Background: an optimization exercise with open tools, aiming at small area. Do not read the settings as production practice.
Only simulation tests tie the RTL to the original design; equivalence was not proved.
Power is estimated from default activity; no workload was simulated.

## amber
Design nmr_pulseprog_top, start of the top module:
module nmr_pulseprog_top
(
	input	logic						pulseprog_clk,
	input	logic						arst_n,
	input	logic						param_req,
	output	logic						param_ack,
	input	nmr_seq_pkg::seq_param_t	seq_param,
	input	nmr_acq_pkg::acq_param_t	acq_param,
	input	nmr_acq_pkg::adc_word_t		adc_data,
	output	logic						tx_gate,
	output	logic						rx_en,
	output	logic						busy,
	output	logic						out_req,
	input	logic						out_ack,
	output	nmr_acq_pkg::iq_sample_t	out_data,
	output	logic						overrun
);
Size in the first run: ~1300 cells after synthesis, about 350 flip-flops, roughly 320 I/O pins, about 0.014 mm^2 of cells after synthesis.
==> flow/config.mk <==
export PLATFORM = sky130hd
export DESIGN_NAME = nmr_pulseprog_top
export DESIGN_NICKNAME = nmr_pulseprog_top
export VERILOG_FILES = /design/flow/design.v
export SDC_FILE = /design/flow/constraint.sdc
export NUM_CORES = 4
export LEC_CHECK = 0
export ABC_AREA = 1
export CAP_MARGIN = 20
export CORE_MARGIN = 2
export CORE_UTILIZATION = 50
export CTS_BUF_LIST = sky130_fd_sc_hd__clkbuf_16
export CTS_CLUSTER_DIAMETER = 100
export CTS_CLUSTER_SIZE = 28
export PLACE_DENSITY = 0.7
export SLEW_MARGIN = 20
==> flow/constraint.sdc <==
create_clock -name core_clock -period 10.0 [get_ports {pulseprog_clk}]
set_input_delay 2.0000 -clock core_clock [delete_from_list [all_inputs] [get_ports {pulseprog_clk}]]
set_output_delay 2.0000 -clock core_clock [all_outputs]
set_load 0.01 [all_outputs]
standard.sh (not shown) runs the stock make flow with config.mk's settings and CLKGATE_MAP_FILE= SYNTH_SCRIPT=/design/flow/synth_recipe.tcl, a recipe that flattens the netlist after the stock synthesis.
==> flow/flow/run.sh <==
#!/bin/bash
# Own layout flow: the standard ORFS flow (standard.sh) with two changes.
#  1. ABC maps the combinational logic with an area-oriented script
#     (flow/abc_area.script, picked by ABC_AREA 1); registers are untouched.
#  2. Port buffers use sky130_fd_sc_hd__buf_1 rather than the flow's default
#     choice (clkdlybuf4s50_1); every port still gets its buffer.
# Each step's full output stays in orfs/logs/ (ORFS writes one log per step);
# make's own output goes to flow_make.log here.
set -euo pipefail
W=$(pwd)
rm -rf "$W/scripts"
cp -r "$FLOW_HOME/scripts" "$W/scripts"
cp "$W/flow/abc_area.script" "$W/scripts/abc_area.script"
export BUFFER_PORTS_ARGS="-buffer_cell sky130_fd_sc_hd__buf_1"
sed "s|make -C |make SCRIPTS_DIR=$W/scripts -C |" standard.sh > "$W/standard_own.sh"
bash "$W/standard_own.sh" finish > "$W/flow_make.log" 2>&1
==> flow/flow/abc_area.script <==
strash
&get -n
&fraig -x
&put
dc2
dc2
strash
dch -f
amap
topo
amber finished every stage and its layout cleared the timing, DRC and antenna checks.
For violet, these inputs were changed with respect to amber:
diff --git a/flow/config.mk b/flow/config.mk
--- a/flow/config.mk
+++ b/flow/config.mk
@@ -7,10 +7,10 @@
 export LEC_CHECK = 0
 export ABC_AREA = 1
-export CAP_MARGIN = 20
+export CAP_MARGIN = 5
 export CORE_MARGIN = 2
-export CORE_UTILIZATION = 50
+export CORE_UTILIZATION = 42
 export CTS_BUF_LIST = sky130_fd_sc_hd__clkbuf_16
 export CTS_CLUSTER_DIAMETER = 100
 export CTS_CLUSTER_SIZE = 28
-export PLACE_DENSITY = 0.7
-export SLEW_MARGIN = 20
+export PLACE_DENSITY = 0.65
+export SLEW_MARGIN = 5
### Flow results
Comparing violet and amber, the lower effective utilization at floorplan was measured on violet.
[compare] base=amber new=violet: number of cells in the design after placement higher, time the final worst path needs with I/O delays and setup now smaller.
Summary of violet over amber: total power consumption of the routed design shows an increase of 0.84%, maximum net fanout on the critical path shows an increase of 1, synthesized cell count shows no meaningful change.
Looking at overall track demand over capacity in global routing, violet sits 2.5 points lower than amber does.
When violet is measured against amber, its layout overhead on the synthesized area turns out 0.66 points higher.
Modified inputs, sierra compared to violet
diff --git a/flow/config.mk b/flow/config.mk
--- a/flow/config.mk
+++ b/flow/config.mk
@@ -7,5 +7,5 @@
 export LEC_CHECK = 0
 export ABC_AREA = 1
-export CAP_MARGIN = 5
+export CAP_MARGIN = 20
 export CORE_MARGIN = 2
 export CORE_UTILIZATION = 42
@@ -14,3 +14,3 @@
 export CTS_CLUSTER_SIZE = 28
 export PLACE_DENSITY = 0.65
-export SLEW_MARGIN = 5
+export SLEW_MARGIN = 20
## What came out
sierra completed end to end with timing, DRC and antenna clean. violet has completed all stages; timing, DRC and antenna checks passed. End-of-flow core utilization: sierra vs violet — no meaningful difference. Share of the clock period used by the worst path after layout down 0.96 points in sierra wrt violet. On number of buffers added by the clock tree synthesis step: between sierra and violet, it ends up lower for violet. Compared with violet, via count of the first global-routing pass in sierra decreased slightly. Per the comparison of sierra with violet, final hold slack stayed essentially flat, clock-pin slew on the worst setup and hold paths stayed essentially flat, design area stayed essentially flat, combinational cell fraction of total power stayed essentially flat. Relative to violet, power after layout has increased by 0.34% in sierra.
Input-level comparison between pepper and sierra:
==> flow/flow/abc_area.script <==
strash
&get -n
&fraig -x
&put
dc2
dc2
strash
&get -n
&dch -f
&nf -p -a -R 100 -F 8 -A 8
&put
--- outcome ---
- pepper went all the way through synthesis, placement and routing and the layout is clean on timing, DRC and antenna.
- Across both runs, switching share of power was lower for pepper than for sierra.
- Note that the synthesized cell count recorded for pepper amounts to 0.887 times the value seen in sierra.
- Final instance area was lower in sierra than in pepper.
- Cmp pepper vs sierra: number of antenna violations at the first check in global routing lower in pepper
- The non-clock buffer count of pepper exceeds that of sierra by 3.
- Slowest cell on the critical path: sky130_fd_sc_hd__or2_0 -> sierra, sky130_fd_sc_hd__buf_12 -> pepper
- Of sierra and pepper, the run reporting the higher floorplan die width was pepper.
- met1 routed wirelength after detailed routing went down by a few percent going from sierra to pepper.
- When pepper is measured against sierra, its clock network area share turns out 0.25 points lower.
- Worst setup slack ended up 1.32 ns higher on pepper than on sierra.
- pepper improves on sierra in wire length of the first global-routing pass.

Another version of the RTL of nmr_pulseprog_top (not shown whole).
For scale: roughly 350 flip-flops, ~320 I/O pins, roughly 15,000 um2 of cells after synthesis.
export LEC_CHECK = 0
export ABC_AREA = 1
export CAP_MARGIN = 20
export CORE_MARGIN = 2
export CORE_UTILIZATION = 42
export CTS_BUF_LIST = sky130_fd_sc_hd__clkbuf_16
export CTS_CLUSTER_DIAMETER = 100
export CTS_CLUSTER_SIZE = 25
export PLACE_DENSITY = 0.65
export SLEW_MARGIN = 20
create_clock -name core_clock -period 10.0 [get_ports {pulseprog_clk}]
==> flow/flow/abc_area.script <==
strash
&get -n
&fraig -x
&put
dc2
dc2
strash
&get -n
&dch -f
&nf -p -a -R 100 -F 8 -A 8
&put
Scripts as last shown in full above: flow/flow/run.sh
The baseline went through all stages and came out clean.
Next try:
==> flow/flow/abc_area.script (replaced) <==
strash
&get -n
&fraig -x
&put
dc2
dc2
strash
dch -f
amap
topo
Setup slack degrades by 270 ps. Total power rose by about 6%. Count of clock-buffer cells in the layout stays the same.
Next try:
==> flow/flow/abc_area.script (replaced) <==
strash
&get -n
&fraig -x
&put
dc2
dc2
strash
&get -n
&dch -f
&nf -p -a -R 100 -F 8 -A 8
&put
--- a/flow/config.mk
+++ b/flow/config.mk
@@ -13,3 +13,3 @@
 export CTS_CLUSTER_DIAMETER = 100
-export CTS_CLUSTER_SIZE = 25
+export CTS_CLUSTER_SIZE = 28
 export PLACE_DENSITY = 0.65
Via count goes down by 7.6%.
Die area fell by 0.70%.
Sequential cell count stays the same.
Final area drops by about 0.4%.

nmr_pulseprog_top, a different RTL version from the one above (not shown whole).
For scale: about 1,900 cells after synthesis, roughly 370 flip-flops, roughly 320 I/O pins, roughly 20,000 µm² of cells after synthesis.
Design nmr_pulseprog_top, start of the top module:
module nmr_pulseprog_top
(
	input	logic						pulseprog_clk,
	input	logic						arst_n,
	input	logic						param_req,
	output	logic						param_ack,
	input	nmr_seq_pkg::seq_param_t	seq_param,
	input	nmr_acq_pkg::acq_param_t	acq_param,
	input	nmr_acq_pkg::adc_word_t		adc_data,
	output	logic						tx_gate,
	output	logic						rx_en,
	output	logic						busy,
	output	logic						out_req,
	input	logic						out_ack,
	output	nmr_acq_pkg::iq_sample_t	out_data,
	output	logic						overrun
);
	logic						load;
	logic						run_start;
	logic [31:0]				delay_nosig, pulse180, delay_sig, rx_delay, samples;
	logic						phase_cycle;
	nmr_acq_pkg::iq_word_t		dc_sub;
	nmr_acq_pkg::dec_fact_t		dec_fact;
	logic						sample_strobe, win_first, pair_valid, pair_first;
	nmr_acq_pkg::iq_word_t		mag;
	logic						odd;
	param_loader u_param_loader
	(
		.pulseprog_clk	(pulseprog_clk),
		.arst_n			(arst_n),
		.param_req		(param_req),
		.param_ack		(param_ack),
		.seq_param		(seq_param),
		.acq_param		(acq_param),
		.busy_in		(busy),
		.load			(load),
		.run_start		(run_start),
		.delay_nosig	(delay_nosig),
		.pulse180		(pulse180),
		.delay_sig		(delay_sig),
		.rx_delay		(rx_delay),
  ...
export LEC_CHECK = 0
export CAP_MARGIN = 20
export CORE_MARGIN = 2
export CORE_UTILIZATION = 40
export PLACE_DENSITY = 0.6
export SLEW_MARGIN = 20
create_clock -name core_clock -period 10.0 [get_ports {pulseprog_clk}]
run.sh (not shown) runs the stock make flow with config.mk's settings and CLKGATE_MAP_FILE= SYNTH_SCRIPT=/design/flow/synth_recipe.tcl, a recipe that flattens the netlist after the stock synthesis.
Stock flow here: none of the scripts above is used.
Rerun with:
Settings changed: CTS_BUF_LIST set to sky130_fd_sc_hd__clkbuf_4 sky130_fd_sc_hd__clkbuf_8, CTS_CLUSTER_SIZE set to 30.
Setup slack is better by 0.060 ns.
Cell area is about the same.
Total power came out lower by 2.3%.
Clock-buffer cell count came out higher by 43.
Clock power came out lower by about 7%.
Utilization came out lower by 0.11 points.
Synthesized cell count stays the same.
Wire length came out higher by 1.2%.
Non-clock buffer count does not change.
Via count came out higher by 1.2%.
Critical path depth stays the same.

Another version of the RTL of nmr_pulseprog_top (not shown whole).
For scale: roughly 1400 cells after synthesis, about 320 I/O pins, ~15000 sq um of cells after synthesis.
// nmr_pulseprog_top
module nmr_pulseprog_top
(
	input	logic						pulseprog_clk,
	input	logic						arst_n,
	input	logic						param_req,
	output	logic						param_ack,
	input	nmr_seq_pkg::seq_param_t	seq_param,
	input	nmr_acq_pkg::acq_param_t	acq_param,
	input	nmr_acq_pkg::adc_word_t		adc_data,
	output	logic						tx_gate,
	output	logic						rx_en,
	output	logic						busy,
	output	logic						out_req,
	input	logic						out_ack,
	output	nmr_acq_pkg::iq_sample_t	out_data,
	output	logic						overrun
);
==> flow/config.mk <==
export PLATFORM = sky130hd
export DESIGN_NAME = nmr_pulseprog_top
export DESIGN_NICKNAME = nmr_pulseprog_top
export VERILOG_FILES = /design/flow/design.v
export SDC_FILE = /design/flow/constraint.sdc
export NUM_CORES = 4
export LEC_CHECK = 0
export ABC_AREA = 1
export CAP_MARGIN = 20
export CORE_MARGIN = 2
export CORE_UTILIZATION = 55
export CTS_BUF_LIST = sky130_fd_sc_hd__clkbuf_16
export CTS_CLUSTER_DIAMETER = 100
export CTS_CLUSTER_SIZE = 25
export PLACE_DENSITY = 0.7
export SLEW_MARGIN = 20
==> flow/constraint.sdc <==
create_clock -name core_clock -period 10.0 [get_ports {pulseprog_clk}]
set_input_delay 2.0000 -clock core_clock [delete_from_list [all_inputs] [get_ports {pulseprog_clk}]]
set_output_delay 2.0000 -clock core_clock [all_outputs]
set_load 0.01 [all_outputs]
standard.sh (not shown) runs the stock make flow with config.mk's settings and CLKGATE_MAP_FILE= SYNTH_SCRIPT=/design/flow/synth_recipe.tcl, a recipe that flattens the netlist after the stock synthesis.
==> flow/flow/abc_area.script <==
strash
&get -n
&fraig -x
&put
dc2
dc2
strash
&get -n
&dch -f
&nf -p -a -R 100 -F 8 -A 8
&put
Scripts as last shown in full above: flow/flow/run.sh
The baseline passed the timing, DRC and antenna checks.
Edit:
- CORE_UTILIZATION: 55 -> 70
- PLACE_DENSITY: 0.7 -> 0.8
The new run passed the timing, DRC and antenna checks.
Critical path depth stays the same.
Sequential cell count is unchanged.
Design area drops by 0.40%.
Clock skew stays flat.
Hold slack degrades by 3.2 ps.
Clock-buffer cell count stays the same.
Cell count drops by 3.0%.
Edit:
- CORE_UTILIZATION: 70 -> 55
- GPL_TIMING_DRIVEN: unset -> 0
- PLACE_DENSITY: 0.8 -> 0.7
The changed run ran to the end with no violations.
Sequential share of layout area shrinks by 0.84 points.
Worst setup slack is better by 590 ps.
Global-route usage goes down by 7.2 points.
Final area goes up by 1.6%.
Critical path depth increases by 1.
First-iteration DRC count goes up by about 23%.
Wire length shrinks by about 3%.

nmr_pulseprog_top, a different RTL version from the one above (not shown whole).
Size: ~1200 cells after synthesis, ~350 flip-flops, about 320 I/O pins.
==> flow/config.mk <==
export PLATFORM = sky130hd
export DESIGN_NAME = nmr_pulseprog_top
export DESIGN_NICKNAME = nmr_pulseprog_top
export VERILOG_FILES = /design/flow/design.v
export SDC_FILE = /design/flow/constraint.sdc
export NUM_CORES = 4
export LEC_CHECK = 0
export ABC_AREA = 1
export CAP_MARGIN = 20
export CORE_MARGIN = 2
export CORE_UTILIZATION = 42
export CTS_BUF_LIST = sky130_fd_sc_hd__clkbuf_16
export CTS_CLUSTER_DIAMETER = 100
export CTS_CLUSTER_SIZE = 28
export PLACE_DENSITY = 0.65
export SLEW_MARGIN = 20
==> flow/constraint.sdc <==
create_clock -name core_clock -period 10.0 [get_ports {pulseprog_clk}]
set_input_delay 2.0000 -clock core_clock [delete_from_list [all_inputs] [get_ports {pulseprog_clk}]]
set_output_delay 2.0000 -clock core_clock [all_outputs]
set_load 0.01 [all_outputs]
Scripts as last shown in full above: flow/flow/run.sh, flow/flow/abc_area.script
Change:
==> flow/flow/abc_area.script (replaced) <==
strash
&get -n
&fraig -x
&put
dc2
dc2
strash
dch -f
amap
topo
The new run completed with no timing, DRC or antenna violations.
Flip-flop and latch count is unchanged.
Via count rises by a few percent.
Core utilization falls by 0.62 points.
Clock skew falls by 3.7 ps.
Non-clock buffer count falls by 2.

[re-timing with driven ports]
No port has a modelled driver above. Below, the same layouts with a new extraction and two added sets of constraints.
Step 1, drivers: a clkbuf_16 drives pulseprog_clk and a buf_2 each remaining input, both assumed.
Step 2 moves the port delays by t, midway between the first and last clock arrival at a register: inputs arrive t later, outputs are due t later. That takes back most of the time a late clock gives input paths.
Three values: ideal, step 1, step 2; two values: the first two.
| run | shift t [ns] | setup WS [ns] | slew at the worst register clock pin (ns) | pins driven straight from the clock port |
|---|---|---|---|---|
| amber | 0.555 | 1.188 / 1.188 / 1.188 | 0.11 / 0.11 | 1 |
| violet | 0.557 | 1.197 / 1.197 / 1.197 | 0.11 / 0.11 | 1 |
| sierra | 0.559 | 1.293 / 1.293 / 1.293 | 0.11 / 0.11 | 1 |
| pepper | 0.557 | 2.618 / 2.600 / 2.043 | 0.11 / 0.11 | 1 |
| the first run of note 2 | 0.568 | 2.079 / 2.079 / 2.079 | 0.10 / 0.10 | 1 |
| the second run of note 2 | 0.571 | 1.809 / 1.809 / 1.809 | 0.10 / 0.10 | 1 |
| the third run of note 2 | 0.564 | 2.058 / 2.058 / 2.058 | 0.11 / 0.11 | 1 |
| the first run of note 3 | 0.623 | 4.263 / 4.263 / 4.263 | 0.06 / 0.06 | 1 |
| the second run of note 3 | 0.678 | 4.323 / 4.323 / 4.323 | 0.06 / 0.06 | 1 |
| the first run of note 4 | 0.570 | 2.294 / 2.294 / 2.294 | 0.10 / 0.10 | 1 |
| the second run of note 4 | 0.553 | 1.645 / 1.645 / 1.645 | 0.10 / 0.10 | 1 |
| the third run of note 4 | 0.560 | 2.236 / 2.236 / 2.236 | 0.10 / 0.10 | 1 |
| the first run of note 5 | 0.559 | 2.237 / 2.226 / 1.667 | 0.11 / 0.11 | 1 |
| the second run of note 5 | 0.564 | 1.559 / 1.559 / 1.559 | 0.11 / 0.11 | 1 |
After both steps setup and hold are still met in every run listed. For pepper, which loses most, drivers alone change the setup slack by -0.018 ns; drivers and shift together by -0.575 ns.
